This is an optimization exercise on Yosys and OpenROAD, whose aim is small area, a short achievable clock period and few clock cycles per item, not a production implementation.
The RTL was checked by simulation tests, not by an equivalence proof against the original design.

## run D
// muldiv_unit
module muldiv_unit #(
    parameter int WIDTH     = 32,
    parameter int DIV_STEPS = 2
) (
    input  logic             clk,
    input  logic             reset,
    input  logic [3:0]       op,
    input  logic [WIDTH-1:0] src_a,
    input  logic [WIDTH-1:0] src_b,
    input  logic [1:0]       rd_sel,
    output logic             busy,
    output logic [WIDTH-1:0] result
);
    localparam int DW   = WIDTH + DIV_STEPS;                    
    localparam int NITR = (WIDTH + DIV_STEPS - 1) / DIV_STEPS;  
    localparam logic [3:0] OP_MULT  = 4'd1;
    localparam logic [3:0] OP_MULTU = 4'd2;
    localparam logic [3:0] OP_DIV   = 4'd3;
    localparam logic [3:0] OP_DIVU  = 4'd4;
    localparam logic [3:0] OP_MADD  = 4'd5;
    localparam logic [3:0] OP_MADDU = 4'd6;
    localparam logic [3:0] OP_MSUB  = 4'd7;
    localparam logic [3:0] OP_MSUBU = 4'd8;
    localparam logic [3:0] OP_MTHI  = 4'd9;
    localparam logic [3:0] OP_MTLO  = 4'd10;
    typedef enum logic [2:0] {IDLE, MUL, ALIGN, DIV, FIX} state_t;
    state_t           state;
    logic [WIDTH-1:0] hi, lo;
  ...
Size in the first run: about 4,000 cells after synthesis, ~150 flip-flops, about 110 I/O pins.
clock: 15.0 ns
lec_check: 0
abc_area: 1
cap_margin: 80
core_margin: 2
core_utilization: 40
slew_margin: 80
run.sh (not shown) runs the stock make flow with config.mk's settings and CLKGATE_MAP_FILE= SYNTH_SCRIPT=/design/flow/synth_recipe.tcl, a recipe that flattens the netlist after the stock synthesis.
Testbench counts of run D, summed over its fixed seeds: cycles 13,426, items 3,200.
#### Input delta (run B over run D)
# run D
export LEC_CHECK = 0
export ABC_AREA = 1
export CAP_MARGIN = 80
export CORE_MARGIN = 2
export CORE_UTILIZATION = 40
export SLEW_MARGIN = 80
create_clock -name core_clock -period 15.0 [get_ports {clk}]
# run B
export LEC_CHECK = 0
export ABC_AREA = 1
export CAP_MARGIN = 20
export CORE_MARGIN = 2
export CORE_UTILIZATION = 40
export SLEW_MARGIN = 20
create_clock -name core_clock -period 15.0 [get_ports {clk}]
Results
When run B is measured against run D, its first-iteration DRC count turns out 62 lower.
Run B: first-pass GRT wire length 1.7% below run D
Looking at slack of the critical path across run B and run D, the one that comes out higher is run D.
Relative to run D, sequential share of layout area has increased by 1.1 points in run B.
Compared with run D, run B shows a higher count of clock-buffer cells in the layout.
Run B ends up with a placed cell area that is about 8% lower than in run D.
Run B reports a lower post-route cell area than run D does.
Status: average vias per placed instance parity (run D, run B)
Run B ended up with met4 as its highest routing layer actually used; run D ended up with met5.
In run B, wire length is lower than in run D.


muldiv_unit, a different RTL version from the one above (not shown whole).
Size in the first run: roughly 170 flip-flops, roughly 110 I/O pins, about 33000 sq um of cells after synthesis.
clock: 15.0 ns
lec_check: 0
abc_area: 1
cap_margin: 20
core_margin: 2
core_utilization: 40
place_density: 0.72
slew_margin: 55
synth_hierarchical: 1
standard.sh (not shown) runs the stock make flow with config.mk's settings and CLKGATE_MAP_FILE= SYNTH_SCRIPT=/design/flow/synth_recipe.tcl, a recipe that flattens the netlist after the stock synthesis.
==> flow/flow/run.sh <==
#!/bin/bash
# The standard layout (the standard.sh, unchanged synthesis and steps), except that the
# port buffers that global placement inserts on every input and output use a plain buf_2
# instead of the delay-cell buffer buffer_ports would otherwise pick.
set -euo pipefail
export BUFFER_PORTS_ARGS="-buffer_cell sky130_fd_sc_hd__buf_2"
bash standard.sh > standard.log 2>&1
Testbench counts at the start, summed over its fixed seeds: cycles 9,800, items 3,200.
Then changed:
--- a/flow/config.mk
+++ b/flow/config.mk
@@ -10,5 +10,4 @@
 export CORE_MARGIN = 2
 export CORE_UTILIZATION = 40
-export PLACE_DENSITY = 0.72
-export SLEW_MARGIN = 55
+export SLEW_MARGIN = 70
 export SYNTH_HIERARCHICAL = 1
- setup slack is better by 550 ps
- synthesized cell count does not change
- synthesized area stays the same
- non-clock buffer count rises by 39
- design area rises by 2.6%
- die area does not change
- worst hold slack improves by 19 ps
Then changed:
--- a/flow/config.mk
+++ b/flow/config.mk
@@ -10,4 +10,4 @@
 export CORE_MARGIN = 2
 export CORE_UTILIZATION = 40
-export SLEW_MARGIN = 70
+export SLEW_MARGIN = 20
 export SYNTH_HIERARCHICAL = 1
Effect: Cell area goes down by 3.1%; global-route usage is about the same; routed wire length is about the same; count of clock-buffer cells in the layout does not change; worst setup slack is worse by 1100 ps; hold slack barely changes; maximum frequency goes down by 13%; sequential share of layout area goes up by 0.41 points.


## run 1
Starting RTL as in the previous note.
==> flow/design.v (excerpt) <==
module muldiv_unit #(
    parameter int WIDTH     = 32,
    parameter int DIV_STEPS = 2
) (
    input  logic             clk,
    input  logic             reset,
    input  logic [3:0]       op,
    input  logic [WIDTH-1:0] src_a,
    input  logic [WIDTH-1:0] src_b,
    input  logic [1:0]       rd_sel,
    output logic             busy,
    output logic [WIDTH-1:0] result
);
    localparam int DW   = WIDTH + DIV_STEPS;                    
    localparam int NITR = (WIDTH + DIV_STEPS - 1) / DIV_STEPS;  
    localparam logic [3:0] OP_MULT  = 4'd1;
    localparam logic [3:0] OP_MULTU = 4'd2;
    localparam logic [3:0] OP_DIV   = 4'd3;
    localparam logic [3:0] OP_DIVU  = 4'd4;
    localparam logic [3:0] OP_MADD  = 4'd5;
    localparam logic [3:0] OP_MADDU = 4'd6;
    localparam logic [3:0] OP_MSUB  = 4'd7;
    localparam logic [3:0] OP_MSUBU = 4'd8;
    localparam logic [3:0] OP_MTHI  = 4'd9;
    localparam logic [3:0] OP_MTLO  = 4'd10;
    typedef enum logic [2:0] {IDLE, MUL, ALIGN, DIV, FIX} state_t;
    state_t           state;
    logic [WIDTH-1:0] hi, lo;
    logic [32:0]      x;         
    logic             macc;      
  ...
clock: 15.0 ns
lec_check: 0
cap_margin: 20
core_margin: 2
core_utilization: 40
slew_margin: 55
synth_hierarchical: 1
Scripts as last shown in full above: flow/flow/run.sh
Testbench counts of run 1, summed over its fixed seeds: cycles 9,800, items 3,200.
The following lists how run 2 was set up differently from run 1:
--- a/flow/config.mk
+++ b/flow/config.mk
@@ -7,0 +8 @@
+export ABC_AREA = 1
@@ -11 +12 @@
-export SLEW_MARGIN = 55
+export SLEW_MARGIN = 62
==> comparison <==
- Tightest slew margin relative to the limit (higher): run 2
- Setup slack ended up 0.19 ns lower on run 2 than on run 1.
- Going from run 1 to run 2, smallest hold slack shrinks by 0.049 ns.
- Run 2 against run 1: register-to-register slack increased 0.42 ns, count of clock-buffer cells in the layout essentially unchanged.
- Run 2 ended up with sky130_fd_sc_hd__o22ai_1 as its cell with the biggest individual delay on the critical path; run 1 ended up with sky130_fd_sc_hd__nand2_1.
### run 2 -> run 3
--- a/flow/config.mk
+++ b/flow/config.mk
@@ -12 +12 @@
-export SLEW_MARGIN = 62
+export SLEW_MARGIN = 55
[summary]
Relative to run 2, the setup slack of run 3 is higher by 0.033 ns.
First-pass GRT wire length went down slightly going from run 2 to run 3.
Met2 demand-to-capacity share in global routing: higher on run 2
Routed wire length across run 2 and run 3: no real change.
Modified inputs, run 4 compared to run 3
--- a/flow/config.mk
+++ b/flow/config.mk
@@ -9 +9 @@
-export CAP_MARGIN = 20
+export CAP_MARGIN = 45
## What came out
- For the count of inserted antenna diode cells, run 4 came in 3 lower than run 3 did.
- Compared with run 3, in run 4 vertical die dimension saw little to no change; met1 wire length saw an increase; non-filler instance count after layout saw little to no change; share of the clock period used by the worst path after layout saw an increase.
- Looking at average wire length per cell after detail routing, run 4 sits 0.15 um above run 3.
- Summary — aggregate global-route resource usage, run 4 relative to run 3: higher, by 0.24 points.
- As far as synthesized cell count goes, run 3 and run 4 are indistinguishable; the numbers are identical.
- Of run 4 and run 3, run 4 shows the lower smallest setup slack after layout, with run 3 above it.
- Status: detailed-placement wirelength estimate parity (run 3, run 4)

[afterwards: timing with drivers on the ports]
How much do the figures lean on ideal ports? The routed layouts below were timed once more, with nothing changed but the port constraints. Step 1 sets driving cells, clkbuf_16 on the clock port and buf_2 on the other inputs (assumed; they add their load-dependent delay and slew). Step 2 times the ports against the registers' clock, not the clock port: input delays grow and output delays shrink by t, the midpoint of the rising clock arrivals with the driver on. Three values: no drivers, after step 1, after step 2; two values: the first two.
run	shift t [ns]	slack for setup (ns)	slew at the worst register clock pin (ns)	worst data-port slew with drivers (ns)	pins driven straight from the clock port
run D	0.538	7.116 / 7.093 / 7.093	0.08 / 0.08	0.07	1
run B	0.548	6.785 / 6.785 / 6.785	0.07 / 0.07	0.07	1
the first run of note 2	0.587	7.165 / 7.165 / 7.165	0.09 / 0.09	0.05	1
the second run of note 2	0.577	7.712 / 7.691 / 7.222	0.09 / 0.09	0.06	1
the third run of note 2	0.582	6.637 / 6.637 / 6.637	0.09 / 0.09	0.05	1
run 1	0.533	7.716 / 7.716 / 7.322	0.08 / 0.08	0.03	1
run 2	0.579	7.523 / 7.501 / 7.216	0.09 / 0.09	0.04	1
run 3	0.577	7.556 / 7.537 / 7.132	0.09 / 0.09	0.05	1
run 4	0.576	7.484 / 7.463 / 7.077	0.10 / 0.10	0.05	1
After both steps setup and hold are still met in every run listed. For the second run of note 2, which loses most, drivers alone change the setup slack by -0.021 ns; drivers and shift together by -0.490 ns.
